What follows belongs to an exercise in optimizing a design on an open flow for small area, a short achievable clock period and few clock cycles per item; a production flow would make more cautious choices.
At most, simulation tests tie the RTL to the original design; equivalence was not proved.
Power and IR drop assume default switching activity.

Design ansi_escape_sgr_parser, start of the top module:
module ansi_escape_sgr_parser #(
    parameter int QD = 3         
) (
    input  logic                  aclk,
    input  logic                  aresetn,
    input  logic                  cfg_wr_en,
    input  logic [CFG_IDX_W-1:0]  cfg_index,
    input  logic [CFG_DATA_W-1:0] cfg_wr_data,
    input  logic                  s_valid,
    output logic                  s_ready,
    input  logic [7:0]            s_byte_in,
    output logic                  m_valid,
    input  logic                  m_ready,
    output logic [1:0]            m_result_kind,
    output logic [7:0]            m_char_code,
    output logic [23:0]           m_text_rgb,
    output logic [23:0]           m_back_rgb,
    output logic [1:0]            m_weight,
    output logic                  m_italic,
    output logic                  m_underline,
    output logic                  m_last
);
    logic [23:0] dflt_text, dflt_back;
    logic [1:0]  dflt_w;
    logic        dflt_i, dflt_u;
    always_ff @(posedge aclk) begin
  ...
Size in the first run: roughly 1,100 cells after synthesis, ~210 flip-flops, ~110 I/O pins, ~0.0089 sq mm of cells after synthesis.
Settings: LEC_CHECK=0, ABC_AREA=1, CAP_MARGIN=20, CORE_MARGIN=2, CORE_UTILIZATION=40, CTS_CLUSTER_DIAMETER=100, CTS_CLUSTER_SIZE=24, SETUP_SLACK_MARGIN=3.2, SLEW_MARGIN=20, TNS_END_PERCENT=0; clock period 5.0 ns.
standard.sh (not shown) runs the stock make flow with config.mk's settings and CLKGATE_MAP_FILE= SYNTH_SCRIPT=/design/flow/synth_recipe.tcl, a recipe that flattens the netlist after the stock synthesis.
==> flow/flow/run.sh <==
#!/bin/bash
# Standard layout, with the port buffers made from a plain buffer cell.
set -euo pipefail
export BUFFER_PORTS_ARGS="-buffer_cell sky130_fd_sc_hd__buf_2"
bash standard.sh > standard.log 2>&1
Testbench counts at the start, summed over its fixed seeds: cycles 25,402, items 24,000.
Rerun with:
--- a/flow/design.v
+++ b/flow/design.v
@@ -56,16 +56,14 @@
     end
     logic [7:0] ib;
     logic       ib_m;
     assign ib   = s_byte_in;
     assign ib_m = (s_byte_in == CHAR_SGR);
     logic m_nrm, m_cr, m_esc, m_osc, m_csi;    
     logic lf;
-    logic sty;                       
-    logic sty_done;                  
     localparam logic [3:0] C_EMPTY = 4'd5;
     localparam logic [3:0] C_OTHER = 4'd6;
     logic [1:0] c_col;
     logic [3:0] c_idx;
     logic c_emp, c_zero, c_one, c_two, c_three, c_four, c_nine, c_ten, c_fg, c_bg;
     assign c_fg    = c_col[0];
     assign c_bg    = c_col[1];
@@ -178,43 +176,37 @@
                 n_osc = 1'b0; n_nrm = 1'b1;
             end
         end
         if (m_csi) begin
             if (is_final) begin
                 n_csi = 1'b0; n_nrm = 1'b1;
             end else if (ib_m) begin
-                n_csi = 1'b0; n_nrm = 1'b1; ld_cur = 1'b1; ld_pend_tok = 1'b1;
+                n_csi = 1'b0; n_nrm = 1'b1; ld_cur = 1'b1;
+                push = 1'b1; push_k = KIND_STYLE; push_c = 8'd0;
             end else if (is_semi) begin
                 ld_pend_tok = 1'b1; cls_clr = 1'b1;
             end else if (is_digit) begin
                 cls_dig = 1'b1;
             end else begin
                 cls_bad = 1'b1;
             end
         end
     end
     always_ff @(posedge aclk) begin
         if (!aresetn) begin
             m_nrm <= 1'b1; m_cr <= 1'b0; m_esc <= 1'b0; m_osc <= 1'b0; m_csi <= 1'b0;
             lf    <= 1'b0;
-            sty   <= 1'b0;
-        end else begin
-            sty <= (proc & ld_cur) | (sty & ~sty_done);
-            if (proc) begin
-                m_nrm <= n_nrm; m_cr <= n_cr; m_esc <= n_esc; m_osc <= n_osc; m_csi <= n_csi;
-                lf    <= n_lf;
-            end
-        end
-    end
-    always_ff @(posedge aclk) begin
-        if (!aresetn) begin
             {cur_text, cur_back, cur_w, cur_i, cur_u} <= RESET_STYLE;
-        end else if (sty_done) begin
-            cur_text <= pend_text; cur_back <= pend_back;
-            cur_w <= pend_w; cur_i <= pend_i; cur_u <= pend_u;
+        end else if (proc) begin
+            m_nrm <= n_nrm; m_cr <= n_cr; m_esc <= n_esc; m_osc <= n_osc; m_csi <= n_csi;
+            lf    <= n_lf;
+            if (ld_cur) begin
+                cur_text <= tok_text; cur_back <= tok_back;
+                cur_w <= tok_w; cur_i <= tok_i; cur_u <= tok_u;
+            end
         end
     end
     always_ff @(posedge aclk) begin
         if (m_esc) begin
             pend_text <= dflt_text; pend_back <= dflt_back;
             pend_w <= dflt_w; pend_i <= dflt_i; pend_u <= dflt_u;
         end else if (proc & ld_pend_tok) begin
@@ -243,21 +235,20 @@
     end
     logic          pop;
     logic          dopush;
     logic [QD:0]   va;             
     logic [QD-1:0] wr;             
     logic [QD-1:0] qvn;
     assign pop    = qv[0] & m_ready;
-    assign sty_done = sty & ~(deq ? qv[1 % QD] & (QD > 1) : qv[0]);
     assign dopush = proc & push;
     always_comb begin
         for (int i = 0; i <= QD; i++) begin
             if (i == QD)          va[i] = 1'b0;
-            else if (deq)         va[i] = ((i + 1 < QD) ? qv[(i + 1) % QD] : 1'b0) | ((i == 0) & sty_done);
-            else                  va[i] = qv[i] | ((i == 0) & sty_done);
+            else if (deq)         va[i] = (i + 1 < QD) ? qv[(i + 1) % QD] : 1'b0;
+            else                  va[i] = qv[i];
         end
         for (int i = 0; i < QD; i++) begin
             wr[i]  = ~va[i] & (i == 0 || va[(i + QD - 1) % QD]);
             qvn[i] = va[i] | (wr[i] & dopush);
         end
     end
     logic nm_nrm, nm_cr, nm_esc, nm_osc, nm_csi;
@@ -268,16 +259,15 @@
     assign nm_csi = proc ? n_csi : m_csi;
     always_ff @(posedge aclk) begin
         if (!aresetn) begin
             qv  <= '0;
             rdy <= 1'b1;
         end else begin
             qv  <= qvn;
-            if ((proc & ld_cur) | (sty & ~sty_done)) rdy <= ~qvn[0];
-            else rdy <= nm_esc | nm_osc | nm_csi | ((nm_nrm | nm_cr) & ~qvn[QD-1]);
+            rdy <= nm_esc | nm_osc | (nm_csi & ~qvn[0]) | ((nm_nrm | nm_cr) & ~qvn[QD-1]);
         end
     end
     always_ff @(posedge aclk) begin
         for (int i = 1; i < QD; i++) begin
             if (wr[i]) begin
                 qk[i] <= push_k; qp[i] <= push_p; qc[i] <= push_c;
             end else if (deq) begin
@@ -294,19 +284,15 @@
         if (wr[0]) begin
             h_k = push_k; h_p = push_p; h_c = push_c;
         end else begin
             h_k = qk[1 % QD]; h_p = qp[1 % QD]; h_c = qc[1 % QD];
         end
     end
     always_ff @(posedge aclk) begin
-        if (sty_done) begin
-            q0_kind <= KIND_STYLE;
-            q0_last <= 1'b1;
-            q0_char <= 8'd0;
-        end else if (wr[0] | deq) begin
+        if (wr[0] | deq) begin
             q0_kind <= h_k;
             q0_last <= ~h_p;
             q0_char <= h_p ? {4'b0, h_k == KIND_TEXT, h_k == KIND_TEXT, 1'b0, h_k == KIND_TEXT} : h_c;
             q0_sec  <= h_c;
         end else if (pop) begin
             q0_kind <= KIND_TEXT;
             q0_last <= 1'b1;
After rerunning: Routed wire length climbs by a quarter to a third; synthesized cell count goes up by roughly a tenth; setup slack degrades by 0.033 ns; die area is higher by roughly a tenth; power drops by a few percent; sequential share of layout area decreases by 3.5 points.
Only the layout flow was run in the second run of this note; the RTL was not checked for function there.

* * *

== violet ==
The RTL this note starts from:
==> flow/design.v <==
package asgr_pkg;
    localparam logic [7:0] CHAR_BEL  = 8'h07;
    localparam logic [7:0] CHAR_LF   = 8'h0A;
    localparam logic [7:0] CHAR_CR   = 8'h0D;
    localparam logic [7:0] CHAR_ESC  = 8'h1B;
    localparam logic [7:0] CHAR_SEMI = 8'h3B;
    localparam logic [7:0] CHAR_LBRK = 8'h5B;
    localparam logic [7:0] CHAR_RBRK = 8'h5D;
    localparam logic [7:0] CHAR_SGR  = 8'h6D;   
    localparam logic [1:0] KIND_TEXT  = 2'd0;
    localparam logic [1:0] KIND_ERASE = 2'd1;
    localparam logic [1:0] KIND_STYLE = 2'd2;
    localparam int CFG_IDX_W  = 3;
    localparam int CFG_DATA_W = 24;
    localparam logic [51:0] RESET_STYLE = {24'hCCCCCC, 24'h000000, 2'd0, 1'b0, 1'b0};
endpackage
import asgr_pkg::*;
module ansi_escape_sgr_parser #(
    parameter int QD = 3         
) (
    input  logic                  aclk,
    input  logic                  aresetn,
    input  logic                  cfg_wr_en,
    input  logic [CFG_IDX_W-1:0]  cfg_index,
    input  logic [CFG_DATA_W-1:0] cfg_wr_data,
    input  logic                  s_valid,
    output logic                  s_ready,
    input  logic [7:0]            s_byte_in,
    output logic                  m_valid,
    input  logic                  m_ready,
    output logic [1:0]            m_result_kind,
    output logic [7:0]            m_char_code,
    output logic [23:0]           m_text_rgb,
    output logic [23:0]           m_back_rgb,
    output logic [1:0]            m_weight,
    output logic                  m_italic,
    output logic                  m_underline,
    output logic                  m_last
);
    logic [23:0] dflt_text, dflt_back;
    logic [1:0]  dflt_w;
    logic        dflt_i, dflt_u;
    always_ff @(posedge aclk) begin
        if (!aresetn) begin
            {dflt_text, dflt_back, dflt_w, dflt_i, dflt_u} <= RESET_STYLE;
        end else if (cfg_wr_en) begin
            case (cfg_index)
                3'd0: dflt_text <= cfg_wr_data[23:0];
                3'd1: dflt_back <= cfg_wr_data[23:0];
                3'd2: dflt_w    <= cfg_wr_data[1:0];
                3'd3: dflt_i    <= cfg_wr_data[0];
                3'd4: dflt_u    <= cfg_wr_data[0];
                default: ;
            endcase
        end
    end
    logic [7:0] ib;
    logic       ib_m;
    assign ib   = s_byte_in;
    assign ib_m = (s_byte_in == CHAR_SGR);
    logic m_nrm, m_cr, m_esc, m_osc, m_csi;    
    logic lf;
    localparam logic [3:0] C_EMPTY = 4'd5;
    localparam logic [3:0] C_OTHER = 4'd6;
    logic [1:0] c_col;
    logic [3:0] c_idx;
    logic c_emp, c_zero, c_one, c_two, c_three, c_four, c_nine, c_ten, c_fg, c_bg;
    assign c_fg    = c_col[0];
    assign c_bg    = c_col[1];
    assign c_emp   = (c_col == 2'd0) && (c_idx == C_EMPTY);
    assign c_zero  = (c_col == 2'd0) && (c_idx == 4'd0);
    assign c_one   = (c_col == 2'd0) && (c_idx == 4'd1);
    assign c_two   = (c_col == 2'd0) && (c_idx == 4'd2);
    assign c_three = (c_col == 2'd0) && (c_idx == 4'd3);
    assign c_four  = (c_col == 2'd0) && (c_idx == 4'd4);
    assign c_nine  = (c_col == 2'd0) && (c_idx == 4'd9);
    assign c_ten   = (c_col == 2'd0) && (c_idx == 4'd10);
    logic [23:0] pend_text, pend_back, cur_text, cur_back;
    logic [1:0]  pend_w, cur_w;
    logic        pend_i, pend_u, cur_i, cur_u;
    logic [QD-1:0] qv;
    logic [1:0]    qk [QD];          
    logic          qp [QD];          
    logic [7:0]    qc [QD];
    logic [1:0]    q0_kind;          
    logic [7:0]    q0_char, q0_sec;
    logic          q0_last;
    logic deq, proc, rdy;
    assign deq     = qv[0] & m_ready & q0_last;
    assign s_ready = rdy;
    assign proc    = s_valid & rdy;
    logic is_lf, is_cr, is_esc, is_lbrk, is_rbrk, is_bel, is_semi, is_digit, is_final;
    assign is_lf    = (ib == CHAR_LF);
    assign is_cr    = (ib == CHAR_CR);
    assign is_esc   = (ib == CHAR_ESC);
    assign is_lbrk  = (ib == CHAR_LBRK);
    assign is_rbrk  = (ib == CHAR_RBRK);
    assign is_bel   = (ib == CHAR_BEL);
    assign is_semi  = (ib == CHAR_SEMI);
    assign is_digit = (ib[7:4] == 4'h3) && (ib[3:0] <= 4'd9);
    assign is_final = (ib >= 8'h41 && ib <= 8'h48) || ib == 8'h4A || ib == 8'h4B ||
                      ib == 8'h53 || ib == 8'h54 || ib == 8'h66 || ib == 8'h69 ||
                      ib == 8'h6E || ib == 8'h75 || ib == 8'h73;
    logic [23:0] tok_text, tok_back;
    logic [1:0]  tok_w;
    logic        tok_i, tok_u;
    logic [23:0] pal;
    logic [15:0] c_dec;
    assign c_dec = 16'd1 << c_idx;
    always_comb begin
        pal = '0;
        if (c_dec[0]) pal = pal | 24'h010101;
        if (c_dec[1]) pal = pal | 24'hDE382B;
        if (c_dec[2]) pal = pal | 24'h39B54A;
        if (c_dec[3]) pal = pal | 24'hFFC706;
        if (c_dec[4]) pal = pal | 24'h006FB8;
        if (c_dec[5]) pal = pal | 24'h762671;
        if (c_dec[6]) pal = pal | 24'h2CB5E9;
        if (c_dec[7]) pal = pal | 24'hCCCCCC;
        if (c_dec[8]) pal = pal | 24'h808080;
        if (c_dec[9]) pal = pal | 24'hFF0000;
        if (c_dec[10]) pal = pal | 24'h00FF00;
        if (c_dec[11]) pal = pal | 24'hFFFF00;
        if (c_dec[12]) pal = pal | 24'h0000FF;
        if (c_dec[13]) pal = pal | 24'hFF00FF;
        if (c_dec[14]) pal = pal | 24'h00FFFF;
        if (c_dec[15]) pal = pal | 24'hFFFFFF;
    end
    assign tok_text = c_zero ? dflt_text : c_fg ? pal : pend_text;
    assign tok_back = c_zero ? dflt_back : c_bg ? pal : pend_back;
    assign tok_w    = c_zero ? dflt_w : c_one ? 2'd1 : c_two ? 2'd2 : pend_w;
    assign tok_i    = c_zero ? dflt_i : (c_three | pend_i);
    assign tok_u    = c_zero ? dflt_u : (c_four | pend_u);
    logic       push;
    logic [1:0] push_k;
    logic       push_p;
    logic [7:0] push_c;
    logic n_nrm, n_cr, n_esc, n_osc, n_csi, n_lf;
    logic ld_pend_dflt, ld_pend_tok, ld_cur, cls_clr, cls_dig, cls_bad;
    always_comb begin
        n_nrm = m_nrm; n_cr = m_cr; n_esc = m_esc; n_osc = m_osc; n_csi = m_csi;
        n_lf  = lf;
        push  = 1'b0; push_k = KIND_TEXT; push_p = 1'b0; push_c = ib;
        ld_pend_dflt = 1'b0; ld_pend_tok = 1'b0; ld_cur = 1'b0;
        cls_clr = 1'b0; cls_dig = 1'b0; cls_bad = 1'b0;
        if (m_nrm) begin
            if (is_esc) begin
                n_lf = 1'b0; n_nrm = 1'b0; n_esc = 1'b1;
            end else if (is_cr) begin
                n_nrm = 1'b0; n_cr = 1'b1;
            end else begin
                push = 1'b1;
                if (is_lf) n_lf = 1'b1;
            end
        end
        if (m_cr) begin
            n_cr = 1'b0; n_nrm = 1'b1;
            push = 1'b1;
            if (is_lf) begin
                push_p = 1'b1; n_lf = 1'b1;
            end else if (lf) begin
                push_k = KIND_ERASE; push_p = 1'b1;
            end else begin
                push_k = KIND_ERASE; push_c = 8'd0;
            end
        end
        if (m_esc) begin
            if (is_lbrk) begin
                n_esc = 1'b0; n_csi = 1'b1; ld_pend_dflt = 1'b1; cls_clr = 1'b1;
            end else if (is_rbrk) begin
                n_esc = 1'b0; n_osc = 1'b1;
            end
        end
        if (m_osc) begin
            if (is_bel) begin
                n_osc = 1'b0; n_nrm = 1'b1;
            end
        end
        if (m_csi) begin
            if (is_final) begin
                n_csi = 1'b0; n_nrm = 1'b1;
            end else if (ib_m) begin
                n_csi = 1'b0; n_nrm = 1'b1; ld_cur = 1'b1;
                push = 1'b1; push_k = KIND_STYLE; push_c = 8'd0;
            end else if (is_semi) begin
                ld_pend_tok = 1'b1; cls_clr = 1'b1;
            end else if (is_digit) begin
                cls_dig = 1'b1;
            end else begin
                cls_bad = 1'b1;
            end
        end
    end
    always_ff @(posedge aclk) begin
        if (!aresetn) begin
            m_nrm <= 1'b1; m_cr <= 1'b0; m_esc <= 1'b0; m_osc <= 1'b0; m_csi <= 1'b0;
            lf    <= 1'b0;
            {cur_text, cur_back, cur_w, cur_i, cur_u} <= RESET_STYLE;
        end else if (proc) begin
            m_nrm <= n_nrm; m_cr <= n_cr; m_esc <= n_esc; m_osc <= n_osc; m_csi <= n_csi;
            lf    <= n_lf;
            if (ld_cur) begin
                cur_text <= tok_text; cur_back <= tok_back;
                cur_w <= tok_w; cur_i <= tok_i; cur_u <= tok_u;
            end
        end
    end
    always_ff @(posedge aclk) begin
        if (proc) begin
            if (ld_pend_dflt) begin
                pend_text <= dflt_text; pend_back <= dflt_back;
                pend_w <= dflt_w; pend_i <= dflt_i; pend_u <= dflt_u;
            end else if (ld_pend_tok) begin
                pend_text <= tok_text; pend_back <= tok_back;
                pend_w <= tok_w; pend_i <= tok_i; pend_u <= tok_u;
            end
            if (cls_clr) begin
                c_col <= 2'd0; c_idx <= C_EMPTY;
            end else if (cls_bad) begin
                c_col <= 2'd0; c_idx <= C_OTHER;
            end else if (cls_dig) begin
                if (c_emp | c_zero) begin
                    c_col <= 2'd0;
                    c_idx <= (ib[3:0] >= 4'd5 && ib[3:0] <= 4'd8) ? C_OTHER : ib[3:0];
                end else if (c_one & (ib[3:0] == 4'd0)) begin
                    c_col <= 2'd0; c_idx <= 4'd10;
                end else if ((c_three | c_nine | c_four | c_ten) & ~ib[3]) begin
                    c_col <= {c_four | c_ten, c_three | c_nine};
                    c_idx <= {c_nine | c_ten, ib[2:0]};
                end else begin
                    c_col <= 2'd0; c_idx <= C_OTHER;
                end
            end
        end
    end
    logic          pop;
    logic          dopush;
    logic [QD:0]   va;             
    logic [QD-1:0] wr;
    logic [QD-1:0] qvn;
    assign pop    = qv[0] & m_ready;
    assign dopush = proc & push;
    always_comb begin
        for (int i = 0; i <= QD; i++) begin
            if (i == QD)          va[i] = 1'b0;
            else if (deq)         va[i] = (i + 1 < QD) ? qv[(i + 1) % QD] : 1'b0;
            else                  va[i] = qv[i];
        end
        for (int i = 0; i < QD; i++) begin
            wr[i]  = dopush & ~va[i] & (i == 0 || va[(i + QD - 1) % QD]);
            qvn[i] = va[i] | wr[i];
        end
    end
    logic nm_nrm, nm_cr, nm_esc, nm_osc, nm_csi;
    assign nm_nrm = proc ? n_nrm : m_nrm;
    assign nm_cr  = proc ? n_cr  : m_cr;
    assign nm_esc = proc ? n_esc : m_esc;
    assign nm_osc = proc ? n_osc : m_osc;
    assign nm_csi = proc ? n_csi : m_csi;
    always_ff @(posedge aclk) begin
        if (!aresetn) begin
            qv  <= '0;
            rdy <= 1'b1;
        end else begin
            qv  <= qvn;
            rdy <= nm_esc | nm_osc | (nm_csi & ~qvn[0]) | ((nm_nrm | nm_cr) & ~qvn[QD-1]);
        end
    end
    always_ff @(posedge aclk) begin
        for (int i = 1; i < QD; i++) begin
            if (wr[i]) begin
                qk[i] <= push_k; qp[i] <= push_p; qc[i] <= push_c;
            end else if (deq) begin
                if (i + 1 < QD) begin
                    qk[i] <= qk[(i + 1) % QD]; qp[i] <= qp[(i + 1) % QD]; qc[i] <= qc[(i + 1) % QD];
                end
            end
        end
    end
    logic [1:0] h_k;
    logic       h_p;
    logic [7:0] h_c;
    always_comb begin
        if (wr[0]) begin
            h_k = push_k; h_p = push_p; h_c = push_c;
        end else begin
            h_k = qk[1 % QD]; h_p = qp[1 % QD]; h_c = qc[1 % QD];
        end
    end
    always_ff @(posedge aclk) begin
        if (wr[0] | deq) begin
            q0_kind <= h_k;
            q0_last <= ~h_p;
            q0_char <= h_p ? {4'b0, h_k == KIND_TEXT, h_k == KIND_TEXT, 1'b0, h_k == KIND_TEXT} : h_c;
            q0_sec  <= h_c;
        end else if (pop) begin
            q0_kind <= KIND_TEXT;
            q0_last <= 1'b1;
            q0_char <= q0_sec;
        end
    end
    assign m_valid       = qv[0];
    assign m_result_kind = q0_kind;
    assign m_char_code   = q0_char;
    assign m_last        = q0_last;
    assign m_text_rgb    = cur_text;
    assign m_back_rgb    = cur_back;
    assign m_weight      = cur_w;
    assign m_italic      = cur_i;
    assign m_underline   = cur_u;
endmodule
export LEC_CHECK = 0
export ABC_AREA = 1
export CAP_MARGIN = 20
export CORE_MARGIN = 2
export CORE_UTILIZATION = 40
export SETUP_SLACK_MARGIN = 3.2
export SLEW_MARGIN = 20
create_clock -name core_clock -period 5.0 [get_ports {aclk}]
run.sh (not shown) runs the stock make flow with config.mk's settings and CLKGATE_MAP_FILE= SYNTH_SCRIPT=/design/flow/synth_recipe.tcl, a recipe that flattens the netlist after the stock synthesis.
Stock flow here: none of the scripts above is used.
Every stage of the flow completed for violet, and the final layout passed the timing, DRC and antenna checks.
What lagoon does differently from violet at the input level:
--- a/flow/design.v
+++ b/flow/design.v
@@ -59,23 +59,10 @@
     assign ib   = s_byte_in;
     assign ib_m = (s_byte_in == CHAR_SGR);
     logic m_nrm, m_cr, m_esc, m_osc, m_csi;    
     logic lf;
-    localparam logic [3:0] C_EMPTY = 4'd5;
-    localparam logic [3:0] C_OTHER = 4'd6;
-    logic [1:0] c_col;
-    logic [3:0] c_idx;
     logic c_emp, c_zero, c_one, c_two, c_three, c_four, c_nine, c_ten, c_fg, c_bg;
-    assign c_fg    = c_col[0];
-    assign c_bg    = c_col[1];
-    assign c_emp   = (c_col == 2'd0) && (c_idx == C_EMPTY);
-    assign c_zero  = (c_col == 2'd0) && (c_idx == 4'd0);
-    assign c_one   = (c_col == 2'd0) && (c_idx == 4'd1);
-    assign c_two   = (c_col == 2'd0) && (c_idx == 4'd2);
-    assign c_three = (c_col == 2'd0) && (c_idx == 4'd3);
-    assign c_four  = (c_col == 2'd0) && (c_idx == 4'd4);
-    assign c_nine  = (c_col == 2'd0) && (c_idx == 4'd9);
-    assign c_ten   = (c_col == 2'd0) && (c_idx == 4'd10);
+    logic [3:0] c_idx;
     logic [23:0] pend_text, pend_back, cur_text, cur_back;
     logic [1:0]  pend_w, cur_w;
     logic        pend_i, pend_u, cur_i, cur_u;
     logic [QD-1:0] qv;
@@ -214,23 +201,25 @@
                 pend_text <= tok_text; pend_back <= tok_back;
                 pend_w <= tok_w; pend_i <= tok_i; pend_u <= tok_u;
             end
             if (cls_clr) begin
-                c_col <= 2'd0; c_idx <= C_EMPTY;
+                {c_emp, c_zero, c_one, c_two, c_three, c_four, c_nine, c_ten, c_fg, c_bg}
+                    <= 10'b10_0000_0000;
             end else if (cls_bad) begin
-                c_col <= 2'd0; c_idx <= C_OTHER;
+                {c_emp, c_zero, c_one, c_two, c_three, c_four, c_nine, c_ten, c_fg, c_bg}
+                    <= 10'b0;
             end else if (cls_dig) begin
-                if (c_emp | c_zero) begin
-                    c_col <= 2'd0;
-                    c_idx <= (ib[3:0] >= 4'd5 && ib[3:0] <= 4'd8) ? C_OTHER : ib[3:0];
-                end else if (c_one & (ib[3:0] == 4'd0)) begin
-                    c_col <= 2'd0; c_idx <= 4'd10;
-                end else if ((c_three | c_nine | c_four | c_ten) & ~ib[3]) begin
-                    c_col <= {c_four | c_ten, c_three | c_nine};
-                    c_idx <= {c_nine | c_ten, ib[2:0]};
-                end else begin
-                    c_col <= 2'd0; c_idx <= C_OTHER;
-                end
+                c_emp   <= 1'b0;
+                c_zero  <= (c_emp | c_zero) & (ib[3:0] == 4'd0);
+                c_one   <= (c_emp | c_zero) & (ib[3:0] == 4'd1);
+                c_two   <= (c_emp | c_zero) & (ib[3:0] == 4'd2);
+                c_three <= (c_emp | c_zero) & (ib[3:0] == 4'd3);
+                c_four  <= (c_emp | c_zero) & (ib[3:0] == 4'd4);
+                c_nine  <= (c_emp | c_zero) & (ib[3:0] == 4'd9);
+                c_ten   <= c_one & (ib[3:0] == 4'd0);
+                c_fg    <= (c_three | c_nine) & ~ib[3];
+                c_bg    <= (c_four | c_ten) & ~ib[3];
+                c_idx   <= {c_nine | c_ten, ib[2:0]};
             end
         end
     end
     logic          pop;
==> results.txt <==
Going from violet to lagoon, multi-input combinational area share fell by 1.5 points; critical path depth rose by 2; post-layout worst setup margin fell by 96 ps; layout filler cell count rose by 107. Compared with violet, lagoon degrades post-layout total power. The sequential-to-total area share from yosys stat in lagoon sits 1.8 points above the value recorded for violet. NOTE total number of nets in the final design violet->lagoon decreased by a few percent. Achievable frequency in lagoon is about 4% below violet. [lagoon] flip-flop and latch count rose 8 relative to violet. Count of non-CTS buffers in the layout: lagoon vs violet down about 13%. Register-to-register slack: lagoon worse than violet. Sort lagoon and violet by fraction of the cycle the final worst path needs desc -> top: lagoon. Comparing lagoon and violet, the lower met2 usage was measured on lagoon. violet ended up with pend_text[20]$_DFFE_PP_ as its timing endpoint of the critical path; lagoon ended up with pend_back[5]$_DFFE_PP_. ~same clock power in lagoon and violet.
Function was not checked in any run of this note: the RTL went through the layout flow alone.

re-timing with driven ports:
How much do the figures lean on ideal ports? The routed layouts below were timed once more, with nothing changed but the port constraints. Step 1 sets driving cells, clkbuf_16 on the clock port and buf_2 on the other inputs (assumed; they add their load-dependent delay and slew). Step 2 moves the port delays by t, midway between the first and last clock arrival at a register: inputs arrive t later, outputs are due t later. That takes back most of the time a late clock gives input paths. Slacks: no drivers / after step 1 / after step 2; pairs: no drivers / after step 1.
run	shift t [ns]	setup WS [ns]	worst register clock-pin slew, ns
the first run of note 1	0.506	2.994 / 2.978 / 2.472	0.10 / 0.10
the second run of note 1	0.529	2.962 / 2.914 / 2.511	0.10 / 0.10
violet	0.578	2.840 / 2.854 / 2.276	0.06 / 0.06
lagoon	0.573	2.744 / 2.746 / 2.173	0.06 / 0.06
After both steps every run listed still meets setup and hold. For lagoon, which loses most, drivers alone change the setup slack by +0.002 ns; drivers and shift together by -0.571 ns.
